Context: an optimization exercise on an open-source flow, tuned for small area and a short achievable clock period. The choices shown serve that exercise and are no tape-out recipe. The RTL was checked by simulation tests, not by an equivalence proof against the original design. Power and IR drop assume default switching activity.

`flow/run.sh`:
```
#!/bin/bash
# synth_recipe.tcl (not shown) runs the flow's synth.tcl, then flattens the netlist and writes it again
# the make line also repeats each setting of config.mk as NAME=value (left out here)
make -C /OpenROAD-flow-scripts/flow DESIGN_CONFIG=/design/flow/config.mk WORK_HOME=/design/flow/orfs CLKGATE_MAP_FILE= SYNTH_SCRIPT=/design/flow/synth_recipe.tcl finish
```
`flow/config.mk`:
```
export PLATFORM = sky130hd
export DESIGN_NAME = exec_stage
export DESIGN_NICKNAME = exec_stage
export VERILOG_FILES = /design/flow/design.v
export SDC_FILE = /design/flow/constraint.sdc
export NUM_CORES = 4
export LEC_CHECK = 0
export CAP_MARGIN = 20
export CORE_MARGIN = 2
export CORE_UTILIZATION = 25
export SLEW_MARGIN = 20
```
`flow/constraint.sdc`:
```
create_clock -name core_clock -period 4.5 [get_ports {clk}]
set_input_delay 0.9000 -clock core_clock [delete_from_list [all_inputs] [get_ports {clk}]]
set_output_delay 0.9000 -clock core_clock [all_outputs]
set_load 0.01 [all_outputs]
```
`flow/design.v`:
```
package exec_pkg;
    typedef logic [32-1:0] word_t;     
    typedef logic [5-1:0] shamt_t;   
    typedef enum logic [4:0] {
        ALU_PA   = 5'd0,     
        ALU_PB   = 5'd1,     
        ALU_ADD  = 5'd2,
        ALU_SUB  = 5'd3,
        ALU_SUBU = 5'd4,
        ALU_OR   = 5'd5,
        ALU_AND  = 5'd6,
        ALU_XOR  = 5'd7,
        ALU_NOR  = 5'd8,
        ALU_SLT  = 5'd9,     
        ALU_SLTU = 5'd10,    
        ALU_SLL  = 5'd11,
        ALU_SRL  = 5'd12,
        ALU_SRA  = 5'd13,
        ALU_NOP  = 5'd14
    } alu_op_t;
    typedef enum logic [1:0] {
        A_RS   = 2'd0,       
        A_LINK = 2'd1,       
        A_EXT  = 2'd2,       
        A_SPC  = 2'd3        
    } src_a_t;
    typedef enum logic [1:0] {
        B_RT  = 2'd0,        
        B_EXT = 2'd1         
    } src_b_t;
    typedef enum logic [1:0] {
        FWD_NONE = 2'd0,     
        FWD_ALU  = 2'd1,     
        FWD_MEM  = 2'd2      
    } fwd_t;
endpackage
module alu_logic (
    input  exec_pkg::word_t    a_i,
    input  exec_pkg::word_t    b_i,
    input  exec_pkg::alu_op_t  op_i,
    output exec_pkg::word_t    y_o
);
    localparam int W = 32;
    exec_pkg::word_t      diff;
    logic [W:0] slt_diff;
    assign diff = a_i + ~b_i + 1'b1;
    assign slt_diff = {a_i[W-1], a_i} + {~b_i[W-1], ~b_i} + 1'b1;
    always_comb
    begin
        case (op_i)
            exec_pkg::ALU_PA:
                y_o = a_i;
            exec_pkg::ALU_PB:
                y_o = b_i;
            exec_pkg::ALU_ADD:
                y_o = a_i + b_i;
            exec_pkg::ALU_SUB,
            exec_pkg::ALU_SUBU:
                y_o = diff;      
            exec_pkg::ALU_OR:
                y_o = a_i | b_i;
            exec_pkg::ALU_AND:
                y_o = a_i & b_i;
            exec_pkg::ALU_XOR:
                y_o = a_i ^ b_i;
            exec_pkg::ALU_NOR:
                y_o = ~(a_i | b_i);
            exec_pkg::ALU_SLT:
                y_o = exec_pkg::word_t'(slt_diff[W]);
            exec_pkg::ALU_SLTU:
                y_o = exec_pkg::word_t'(a_i < b_i);
            default:
                y_o = '0;        
        endcase
    end
endmodule
module barrel_shifter (
    input  exec_pkg::word_t    value_i,
    input  exec_pkg::shamt_t   amount_i,
    input  exec_pkg::alu_op_t  op_i,
    output exec_pkg::word_t    y_o
);
    localparam int W      = 32;
    localparam int LEVELS = 5;
    logic  is_shift;
    logic  is_left;
    logic  fill;
    exec_pkg::word_t level [0:LEVELS];
    function automatic exec_pkg::word_t bit_rev(exec_pkg::word_t x);
        exec_pkg::word_t r;
        for (int i = 0; i < W; i++)
            r[i] = x[W-1-i];
        bit_rev = r;
    endfunction
    assign is_shift = (op_i == exec_pkg::ALU_SLL) || (op_i == exec_pkg::ALU_SRL) || (op_i == exec_pkg::ALU_SRA);
    assign is_left  = (op_i == exec_pkg::ALU_SLL);
    assign fill     = (op_i == exec_pkg::ALU_SRA) && value_i[W-1];   
    assign level[0] = is_left ? bit_rev(value_i) : value_i;
    for (genvar i = 0; i < LEVELS; i++)
    begin : g_level
        localparam int STEP = 1 << i;
        assign level[i+1] = amount_i[i] ? {{STEP{fill}}, level[i][W-1:STEP]}
                                        : level[i];
    end
    always_comb
    begin
        if (!is_shift)
            y_o = '0;
        else if (is_left)
            y_o = bit_rev(level[LEVELS]);    
        else
            y_o = level[LEVELS];
    end
endmodule
module operand_select (
    input  logic               clk,
    input  logic               rst,
    input  logic               valid_i,
    input  exec_pkg::alu_op_t  alu_op_i,
    input  exec_pkg::src_a_t   src_a_i,
    input  exec_pkg::src_b_t   src_b_i,
    input  exec_pkg::fwd_t     fwd_a_i,
    input  exec_pkg::fwd_t     fwd_b_i,
    input  exec_pkg::fwd_t     fwd_st_i,
    input  logic               spc_clr_i,
    input  exec_pkg::word_t    rs_i,
    input  exec_pkg::word_t    rt_i,
    input  exec_pkg::word_t    ext_i,
    input  exec_pkg::word_t    pc_i,
    input  exec_pkg::word_t    fw_alu_i,
    input  exec_pkg::word_t    fw_mem_i,
    output logic               valid_o,
    output exec_pkg::alu_op_t  alu_op_o,
    output exec_pkg::word_t    a_o,
    output exec_pkg::word_t    b_o,
    output exec_pkg::word_t    store_o,
    output exec_pkg::word_t    spc_o
);
    exec_pkg::word_t rs_fwd;
    exec_pkg::word_t rt_fwd;
    exec_pkg::word_t st_fwd;
    exec_pkg::word_t link_addr;
    exec_pkg::word_t a_sel;
    exec_pkg::word_t b_sel;
    function automatic exec_pkg::word_t fwd_pick(exec_pkg::fwd_t sel, exec_pkg::word_t reg_val,
                                       exec_pkg::word_t alu_val, exec_pkg::word_t mem_val);
        exec_pkg::word_t pick;
        case (sel)
            exec_pkg::FWD_ALU: pick = alu_val;
            exec_pkg::FWD_MEM: pick = mem_val;
            default: pick = reg_val;     
        endcase
        fwd_pick = pick;
    endfunction
    assign rs_fwd = fwd_pick(fwd_a_i, rs_i, fw_alu_i, fw_mem_i);
    assign rt_fwd = fwd_pick(fwd_b_i, rt_i, fw_alu_i, fw_mem_i);
    assign st_fwd = fwd_pick(fwd_st_i, rt_i, fw_alu_i, fw_mem_i);
    assign link_addr = pc_i + exec_pkg::word_t'(4);    
    always_comb
    begin
        case (src_a_i)
            exec_pkg::A_LINK:  a_sel = link_addr;
            exec_pkg::A_EXT:   a_sel = ext_i;
            exec_pkg::A_SPC:   a_sel = spc_o;      
            default: a_sel = rs_fwd;
        endcase
    end
    assign b_sel = (src_b_i == exec_pkg::B_EXT) ? ext_i : rt_fwd;
    always_ff @(posedge clk)
    begin
        if (!rst)
            spc_o <= '0;
        else if (spc_clr_i)
            spc_o <= '0;
        else if (valid_i)
            spc_o <= pc_i;
    end
    always_ff @(posedge clk)
    begin
        if (!rst)
        begin
            valid_o  <= 1'b0;
            alu_op_o <= exec_pkg::ALU_NOP;
        end
        else
        begin
            valid_o <= valid_i;
            if (valid_i)
                alu_op_o <= alu_op_i;
        end
    end
    always_ff @(posedge clk)
    begin
        if (valid_i)
        begin
            a_o     <= a_sel;
            b_o     <= b_sel;
            store_o <= st_fwd;
        end
    end
endmodule
module result_stage (
    input  logic               clk,
    input  logic               rst,
    input  logic               valid_i,
    input  exec_pkg::alu_op_t  op_i,
    input  exec_pkg::word_t    a_i,
    input  exec_pkg::word_t    b_i,
    input  exec_pkg::word_t    store_i,
    output logic               valid_o,
    output exec_pkg::word_t    result_o,
    output exec_pkg::word_t    store_data_o
);
    exec_pkg::word_t alu_y;
    exec_pkg::word_t shift_y;
    alu_logic i_alu (
        .a_i  (a_i),
        .b_i  (b_i),
        .op_i (op_i),
        .y_o  (alu_y)
    );
    barrel_shifter i_shifter (
        .value_i  (b_i),
        .amount_i (a_i[5-1:0]),
        .op_i     (op_i),
        .y_o      (shift_y)
    );
    always_ff @(posedge clk)
    begin
        if (!rst)
        begin
            valid_o      <= 1'b0;
            result_o     <= '0;
            store_data_o <= '0;
        end
        else
        begin
            valid_o <= valid_i;
            if (valid_i)
            begin
                result_o     <= alu_y | shift_y;     
                store_data_o <= store_i;
            end
        end
    end
endmodule
module exec_stage (
    input  logic               clk,
    input  logic               rst,
    input  logic               valid_i,
    input  exec_pkg::alu_op_t  alu_op_i,
    input  exec_pkg::src_a_t   src_a_i,
    input  exec_pkg::src_b_t   src_b_i,
    input  exec_pkg::fwd_t     fwd_a_i,
    input  exec_pkg::fwd_t     fwd_b_i,
    input  exec_pkg::fwd_t     fwd_st_i,
    input  logic               spc_clr_i,
    input  exec_pkg::word_t    rs_i,
    input  exec_pkg::word_t    rt_i,
    input  exec_pkg::word_t    ext_i,
    input  exec_pkg::word_t    pc_i,
    input  exec_pkg::word_t    fw_alu_i,
    input  exec_pkg::word_t    fw_mem_i,
    output logic               valid_o,
    output exec_pkg::word_t    result_o,
    output exec_pkg::word_t    store_data_o,
    output exec_pkg::word_t    spc_o
);
    logic    op_valid;
    exec_pkg::alu_op_t op_alu;
    exec_pkg::word_t   op_a;
    exec_pkg::word_t   op_b;
    exec_pkg::word_t   op_store;
    operand_select i_operand_select (
        .clk       (clk),
        .rst       (rst),
        .valid_i   (valid_i),
        .alu_op_i  (alu_op_i),
        .src_a_i   (src_a_i),
        .src_b_i   (src_b_i),
        .fwd_a_i   (fwd_a_i),
        .fwd_b_i   (fwd_b_i),
        .fwd_st_i  (fwd_st_i),
        .spc_clr_i (spc_clr_i),
        .rs_i      (rs_i),
        .rt_i      (rt_i),
        .ext_i     (ext_i),
        .pc_i      (pc_i),
        .fw_alu_i  (fw_alu_i),
        .fw_mem_i  (fw_mem_i),
        .valid_o   (op_valid),
        .alu_op_o  (op_alu),
        .a_o       (op_a),
        .b_o       (op_b),
        .store_o   (op_store),
        .spc_o     (spc_o)
    );
    result_stage i_result_stage (
        .clk          (clk),
        .rst          (rst),
        .valid_i      (op_valid),
        .op_i         (op_alu),
        .a_i          (op_a),
        .b_i          (op_b),
        .store_i      (op_store),
        .valid_o      (valid_o),
        .result_o     (result_o),
        .store_data_o (store_data_o)
    );
endmodule
```
==> summary.md <==
| Metric | Value |
|---|---|
| Max-cap violations | 0 |
| RePlAce Congestion | 1.04 |
| Area of the multi-input gates | 12300 um^2 |
| Hold Path Stages | 2 |
| Endpoints failing setup | 0 |
| Reg-to-Reg Start | i_operand_select.b_o[11] |
| Initial antenna violation count | 1 |
| Most frequent cells in the layout | clkdlybuf4s50_1 (303), nand2_1 (225), o21ai_0 (196) |
| Die ar. | 75200 um^2 |
| Syn Inst Count | 2193 |
| Post-Synth Simple-Gate Area | 0.159 |
| VDD IR max | 0.259 mV |
| Grt ovf | 0 |
| Core ar. | 72600 um^2 |
| Synth Area in Adders | 0.0845 |
| Fin crit share | 0.836 |
| Combinational cell fraction of total power | 0.402 |
| FF+latch area | 4950 um^2 |
| Combinational family with the most area after synthesis | compound AO/OA/AOI/OAI gates |
| Number of synthesized flops with an enable pin | 96 |
| H-tree depth | 4 |
| Final hold violations | 0 |
| Post-CTS Hold Fix Bufs | 0 |
| DRC Markers | 0 |
| Fin nets | 2748 |
| Synth-to-Final Area Change | 26.1% |
| Commonest non-fill, non-tap cell in the layout | clkdlybuf4s50_1 |
| Clk pwr share | 0.254 |
| CP Class | flip-flop to flip-flop |
| FF-to-FF End | i_result_stage.result_o[23] |
| Setup_tns | 0 ns |
| Total GRT Usage | 0.215 |
| Die W | 274 um |
| Worst EP arrival | 4.14 ns |
| Slew HR | 0.190 |
| Post-Route WL | 82700 um |
| Routed vias | 18.9k |
| Antenna cell count | 0 |
| Sw frac | 0.401 |
| Final core utilization | 0.317 |
| NetSw | 2630 uW |
| Leakage power | 0.00864 uW |
| Clock Tree Buf Depth | 2 |
| Synth warnings | 5 |
| Resize count post-CTS | 0 |
| FF-to-FF path depth | 11 |
| Post-synthesis register bit count | 199 |
| Synth Area in Compound Gates | 0.259 |
| Hold Path Sink | i_result_stage.result_o[3] |
| Sequential power share | 0.345 |
| Seq/Total Area, Yosys | 0.271 |
| I/O pin count | 308 |
| Clk_skew | 0.0155 ns |
| Die H | 274 um |
| Critical Path RT | 4.88 ns |
| Mux cell area share after synthesis | 0.150 |
| Worst Tran Pin Value | 1.21 ns |
| Post-Syn Nets | 2526 |
| Int Pwr | 3930 uW |
| Fin. max-slew vios | 0 |
| Vias in the first global route | 18.0k |
| Max Fclk | 0.266 GHz |
| Mapped cell area | 18200 um^2 |
| P per Cell Area | 285 nW/um^2 |
| Largest net degree at the start of global routing | 94 |
| Syn_area_per_cell | 8.32 um^2 |
| First-pass GRT wire length | 121000 um |
| R2R Setup Slk | 0.74 ns |
| Synth async-reset ratio | 0 |
| Post-Synth XOR/XNOR Area | 0.0178 |
| Crit. End Element | flip-flop |
| CTS tree | done |
| Clock sink total | 199 |
| Min-delay src | i_result_stage.result_o[3] |
| Top FF cell, synth | dfxtp_1 |
| Post-CTS Setup Inserts | 0 |
| IO Port Bufs | 307 |
| Post-synth cell types | 76 |
| Number of DRC markers in iteration 0 | 2326 |
| Detail Route Antenna Nets | 0 |
| Post-DP Area | 22400 um^2 |
| Worst skew pair latency | 0.51 ns |
| Fillers | 7724 |
| Pre-antenna DRT Iters | 8 |
| Min cycle time layout | 3.76 ns |
| Root Driver | clkbuf_16 |
| RSZ-0062 raised after global routing | false |
| Outcome | finished clean |
| Initial core utilization | 0.251 |
| HPWL after DPL | 63800 um |
| Avg Vias per Cell | 5.57 |
| Num CTS Buffers | 17 |
| Hold_ws | 0.509 ns |
| WL per Instance | 24.4 um |
| Hold Path Class | flip-flop to flip-flop |
| Startpoint types | flip-flop |
| Layout cells sized above 1 | 0.0869 |
| Clk pin slew, worst setup/hold paths | 0.08 ns |
| Site Rows | 99 |
| Crit Path Max Fanout | 8 |
| Final Cell Area | 23000 um^2 |
[power by group through the flow]
stage / logic (uW) / registers, uW / clock network, uW
finish: 2630 / 2260 / 1660
global route: 2810 / 2270 / 1770
CTS: 2560 / 2250 / 1710
detailed placement: 2550 / 2290 / 0
global placement: 2570 / 2290 / 0
floorplan: 1530 / 2230 / 0
[cells in the mapped netlist, types with 10 or more instances]
cell	n	share of area
nor2b_1	47	0.016
dfxtp_1	103	0.11
nor3_1	35	0.0096
a31oi_1	24	0.0082
nor2_1	191	0.039
o22ai_1	16	0.0055
o21ai_0	197	0.054
a21oi_1	155	0.043
edfxtp_1	96	0.16
xnor2_1	19	0.0091
and3_1	13	0.0045
mux2i_1	119	0.065
a211oi_1	19	0.0078
nand2_1	225	0.046
a221oi_1	36	0.017
a21o_1	23	0.0095
ha_1	120	0.082
clkbuf_1	138	0.028
mux4_2	63	0.078
nor4_1	11	0.0038
nand3_1	33	0.0091
buf_1	26	0.0053
inv_1	101	0.021
o211ai_1	18	0.0074
nand2b_1	20	0.0069
a22oi_1	123	0.051
o2111ai_1	11	0.0053
xor2_1	18	0.0086
nand4_1	21	0.0072
a221o_1	11	0.0060
mux2_2	11	0.0068
o31ai_1	10	0.0041
[registers in the layout, summed over array words and instances, names as in the netlist]
signal,cells
i_operand_select.store_o,32
i_operand_select.b_o,32
i_operand_select.a_o,32
i_operand_select.valid_o,1
i_result_stage.store_data_o,32
i_result_stage.result_o,32
i_result_stage.valid_o,1
i_operand_select.alu_op_o,5
i_operand_select.spc_o,32
[critical path, stage by stage (launching register included)]
cell and delay, ns:
edfxtp_1 0.59, inv_1 0.12, ha_1 0.43, nor2_1 0.25, nand2_1 0.11, nor4_1 0.39, a2111oi_0 0.18, nor2_1 0.38
a21oi_1 0.16, a221o_1 0.34, a221oi_1 0.57, nor2_1 0.10
[per-layer routing]
| metal | GRT usage | vias to the layer above | wire length, um |
|---|---|---|---|
| met1 | 0.290 | 9042 | 35400 |
| met3 | 0.0596 | 162 | 8270 |
| met4 | 0.0791 | 0 | 2910 |
| met5 | 0 | - | 0 |
| li1 | - | 8636 | - |
| met2 | 0.327 | 1024 | 36100 |
[worst max-delay path by stage]
stage                     cells past startpoint                     endpoint                          from  slack [ns]
final                                        11  i_result_stage.result_o[23]      i_operand_select.b_o[11]        0.74
after global routing                         11  i_result_stage.result_o[27]       i_operand_select.b_o[9]        0.42
after CTS                                     9   i_result_stage.result_o[9]  i_operand_select.alu_op_o[0]        0.82
after detailed placement                     10     i_operand_select.a_o[30]                       pc_i[2]        0.54
after global placement                       10     i_operand_select.a_o[26]                       pc_i[2]        0.57
after floorplan                              14  i_result_stage.result_o[27]       i_operand_select.a_o[1]        0.84
[layout make-up]
cell class | count | share of cell area
repair buffers | 374 | 0.156
clock buffers | 19 | 0.0193
inverters | 105 | 0.0171
flip-flops and latches | 199 | 0.215
well taps | 959 | 0.0522
multi-input cells | 1718 | 0.534
clock inverters | 13 | 0.00663
[logic make-up after synthesis]
logic type	after synthesis
buf+inv	276
simple gates	638
xor+xnor	37
mux	193
compound gates	728
fa+ha+maj	122
flops	199
[through the flow]
| stage | instances | worst slack (ns) | total power [uW] |
|---|---|---|---|
| 6_report | 3387 | 0.740 | 6560 |
| 3_3_place_gp | 3355 | 0.570 | 4860 |
| 2_1_floorplan | 2193 | 0.843 | 3760 |
| 4_1_cts | 3387 | 0.821 | 6530 |
| 3_5_place_dp | 3355 | 0.540 | 4850 |
| 5_1_grt | 3387 | 0.417 | 6850 |

[re-timing with driven ports]
No port has a modelled driver above. Below, the same layout with a new extraction and two added sets of constraints. Step 1 assumes that a clkbuf_16 drives the clock port and a buf_2 every other input. Step 2 times the ports against the registers' clock, not the clock port: input delays grow and output delays shrink by t, the midpoint of the rising clock arrivals with the driver on. a / b / c = no drivers / after step 1 / after step 2; a / b = the first two.
t, ns: 0.564
setup slack, ns: 0.740 / 0.740 / 0.602
worst hold slack (ns): 0.509 / 0.509 / 0.509
worst setup path at the end: input to register
latest minus earliest clock arrival (ns): 0.019 / 0.019
After both steps setup and hold are still met in this run. The setup slack of this run moves by 0.000 ns with the drivers and by -0.138 ns with both steps.
